Source: an optimization exercise on an open RTL-to-GDS flow (aim: a short achievable clock period and few clock cycles per item). Production flows keep margins and buffers that such runs may drop. Function was not checked in any run shown here: the RTL went through the layout flow alone. Power is estimated from default activity; no workload was simulated.

==> flow/design.v (outline; a module is shown in full before it is edited, if it fits) <==
// module fp_mul_pipe: 2002 lines
module fp_mul_pipe
#(
  parameter int EXP_W = 8,
  parameter int MAN_W = 23,
  localparam int W = 1 + EXP_W + MAN_W
) (
  input  logic         clk,
  input  logic         reset,
  input  logic         in_valid,
  output logic         in_ready,
  input  logic         rnd_mode,
  input  logic [W-1:0] a,
  input  logic [W-1:0] b,
  output logic         out_valid,
  input  logic         out_ready,
  output logic [W-1:0] c,
  output logic         ovf,
  output logic         unf,
  output logic         inv
);
  // ...
==> flow/run.sh <==
#!/bin/bash
# synth_recipe.tcl (not shown) runs the flow's synth.tcl, then flattens the netlist and writes it again
# the make line also repeats each setting of config.mk as NAME=value (left out here)
make -C /OpenROAD-flow-scripts/flow DESIGN_CONFIG=/design/flow/config.mk WORK_HOME=/design/flow/orfs CLKGATE_MAP_FILE= SYNTH_SCRIPT=/design/flow/synth_recipe.tcl finish
==> flow/config.mk <==
export PLATFORM = sky130hd
export DESIGN_NAME = fp_mul_pipe
export DESIGN_NICKNAME = fp_mul_pipe
export VERILOG_FILES = /design/flow/design.v
export SDC_FILE = /design/flow/constraint.sdc
export NUM_CORES = 4
export LEC_CHECK = 0
export CAP_MARGIN = 20
export CORE_MARGIN = 2
export CORE_UTILIZATION = 40
export PLACE_DENSITY = 0.5
export SETUP_SLACK_MARGIN = 4
export SLEW_MARGIN = 20
==> flow/constraint.sdc <==
create_clock -name core_clock -period 8.5 [get_ports {clk}]
set_input_delay 1.7000 -clock core_clock [delete_from_list [all_inputs] [get_ports {clk}]]
set_output_delay 1.7000 -clock core_clock [all_outputs]
set_load 0.01 [all_outputs]
==> impl_metrics.csv, run 1 <==
group,metric,value,unit
sta,period_share,64.1,%
final_layout,register_area,3800,um2
clock_network,ctsResizeCount,958,
worst_setup_path,worstPathBufferInverterCount,6,
logic_synthesis,synth_most_common_cell,"o21ai_0",
power,clkPwrFrac,7.0,%
worst_setup_path,crit_path_end,"c[17]",
sta,drv_slew,0,
worst_setup_path,critPathLaunchType,"register",
sta,relSlewSlack,44.7,%
clock_network,clkTransAtPathRegs,0.06,ns
worst_setup_path,worstPathArrival,3.75,ns
clock_network,clkLatencyLatePin,0.43,ns
power,clock_power,0.759,mW
power,pwr_density_cell,300,nW/um2
final_layout,reg_top3,"r_ef0: 8 flops, r_ef1: 8 flops",
drt,wire_per_inst,28.7,um
hold_path,hold_depth,3,
hold_path,min_to,"out_valid_q",
final_layout,seq_cell_count,127,
clock_network,cts_tree,"done",
sta,rsz0062_at_grt,"yes",
power,switching_power,5.24,mW
global_route,antenna_found_initial,5,
drt,routed-via-count,29200,
clock_network,cts_sinks,127,
logic_synthesis,ys_top_cells_by_area,"fa_1 (20%), edfxtp_1 (14%), o21ai_0 (7.2%), a21oi_1 (7.0%), ha_1 (6.3%)",
floorplan,fp.dieW,260,um
final_layout,synthToLayoutAreaGrowth,36.9,%
status,outcome,"complete, no violations",
power,sw_frac_of_total,48.6,%
global_route,grt_use_total,37.0,%
final_layout,clkbuf_count,17,
sta,tightestPinTransition,0.809,ns
global_route,grt_use_met3,10.8,%
==> run 2, diff against run 1 <==
--- a/flow/config.mk
+++ b/flow/config.mk
@@ -8,6 +8,6 @@
 export CAP_MARGIN = 20
 export CORE_MARGIN = 2
 export CORE_UTILIZATION = 40
-export PLACE_DENSITY = 0.5
+export MIN_ROUTING_LAYER = met2
 export SETUP_SLACK_MARGIN = 4
 export SLEW_MARGIN = 20
==> impl_metrics.csv, run 2 <==
group,metric,value,unit
status,outcome,"did not finish",
status,stop_stage,"global routing",
status,error_message,"[ERROR GRT-0116] Global routing finished with congestion. Check the congestion regions in the DRC Viewer.",
logic_synthesis,ys_top_cells_by_area,"fa_1 (20%), edfxtp_1 (14%), o21ai_0 (7.2%), a21oi_1 (7.0%), ha_1 (6.3%)",
placed_design,placedCellCount,4172,
logic_synthesis,netlist.area_leader.share,19.6,%
clock_network,cts_inserted_buffers,17,
logic_synthesis,synthCells,3522,
logic_synthesis,syn_area,26300,um2
clock_network,cts_sinks,127,
logic_synthesis,yosys.cell_types.count,76,
placed_design,place_congestion,1.09,
logic_synthesis,ys_seq_area_share,14.5,%
placed_design,dpl.hpwl,68600,um
clock_network,cts_root_buffer,"clkbuf_16",
global_route,grt_pass1_vias,44100,
logic_synthesis,avgSynthCellArea,7.47,um2
global_route,grt_use_total,66.7,%
floorplan,fp.dieW,260,um
placed_design,placed_area,27700,um2
logic_synthesis,synth-async-reset-ratio,0,%
global_route,overflow,430,
logic_synthesis,ys.flop_type,"edfxtp_1",
floorplan,pin_count,106,
global_route,grt_max_degree,60,
clock_network,clockBufferDepth,2,
logic_synthesis,synth_common_cells,"o21ai_0 (379), a21oi_1 (367), inv_1 (333), nand2_1 (322), clkbuf_1 (297)",
logic_synthesis,synth.largest_area_cell,"fa_1",
logic_synthesis,synth_edf_count,126,
logic_synthesis,synth-seq-cells,127,
global_route,grt_pass1_wl,223000,um
floorplan,initial_core_util,40.2,%
placed_design,port_buffers,105,
clock_network,cts_max_level,4,
logic_synthesis,synth.net_count,3982,
floorplan,dieHeight,260,um
logic_synthesis,synth_most_common_cell,"o21ai_0",
floorplan,num_rows,94,
logic_synthesis,yosys_warnings,1,
[run 2: cell counts after synthesis]
Identical to the previous run, type by type.
[run 2: how the worst max path moves through the flow]
stage               startpoint  cells past startpoint  slack [ns]       to
detailed placement       b[10]                     14        1.59  r_t22_0
global placement         b[14]                     16        1.64  r_t22_0
floorplan                b[20]                     17        3.07  r_t23_2
CTS                    r_t14_1                     15        3.13    c[15]
[run 2: metrics by stage]
step | hold slack (ns) | utilization, % | worst slack [ns]
after floorplan | 1.77 | - | 3.07
after global placement | 1.04 | 42.4 | 1.64
after detailed placement | 1.04 | 42.4 | 1.59
after CTS | 1.02 | 54.8 | 3.13
[run 2: cell families after synthesis]
| family | Yosys count | share of synthesized area (%) |
|---|---|---|
| and+or+nand+nor | 874 | 14.6 |
| buffers and inverters | 725 | 10.5 |
| xor gates and xnor gates | 85 | 2.86 |
| adders and majority gates | 475 | 29.1 |
| AOI/OAI and AO/OA | 1226 | 28.1 |
| DFF | 127 | 14.5 |
| muxes | 10 | 0.395 |
[run 2: timing repair]
action                                  in CTS
pin swaps                                  207
endpoints found under the setup margin     123
hold buffers                                 0
cloned                                      89
buffers inserted                           245
resized for setup                         1044
[run 2: metal layers]
metal  GRT overflow  global-route usage, %
met5             57                   55.8
met4             52                   49.2
met3            270                   73.7
met2             51                   70.7
met1              -                      -
[run 2: power groups by stage]
stage          sequential [mW]  clock, mW  combinational (mW)
2_1_floorplan             1.38          0                4.54
3_3_place_gp              1.41          0                6.79
3_5_place_dp              1.42          0                6.90
4_1_cts                   1.42      0.697                8.03

==> static timing again, ports no longer ideal <==
Ports are ideal in the flow. The routed layout listed here was re-timed in OpenROAD.
Step 1: set_driving_cell puts a clkbuf_16 on clk and a buf_2 on each other input, an assumption about the parent block.
Step 2 adds t to the input delays and takes it off the output delays; t is the mean of the earliest and latest rising clock arrival at the registers after step 1. Input paths then give back, and output paths get back, about the clock's delay inside the block.
a / b / c = ideal ports / drivers / drivers and shift; a / b = the first two.
run: run 1
t, ns: 0.478
setup slack, ns: 3.053 / 3.002 / 2.566
hold WS [ns]: 0.836 / 0.836 / 0.836
clock arrival spread, ns: 0.013 / 0.012
After both steps run 1 still meets setup and hold. For run 1, drivers alone change the setup slack by -0.051 ns; drivers and shift together by -0.487 ns.
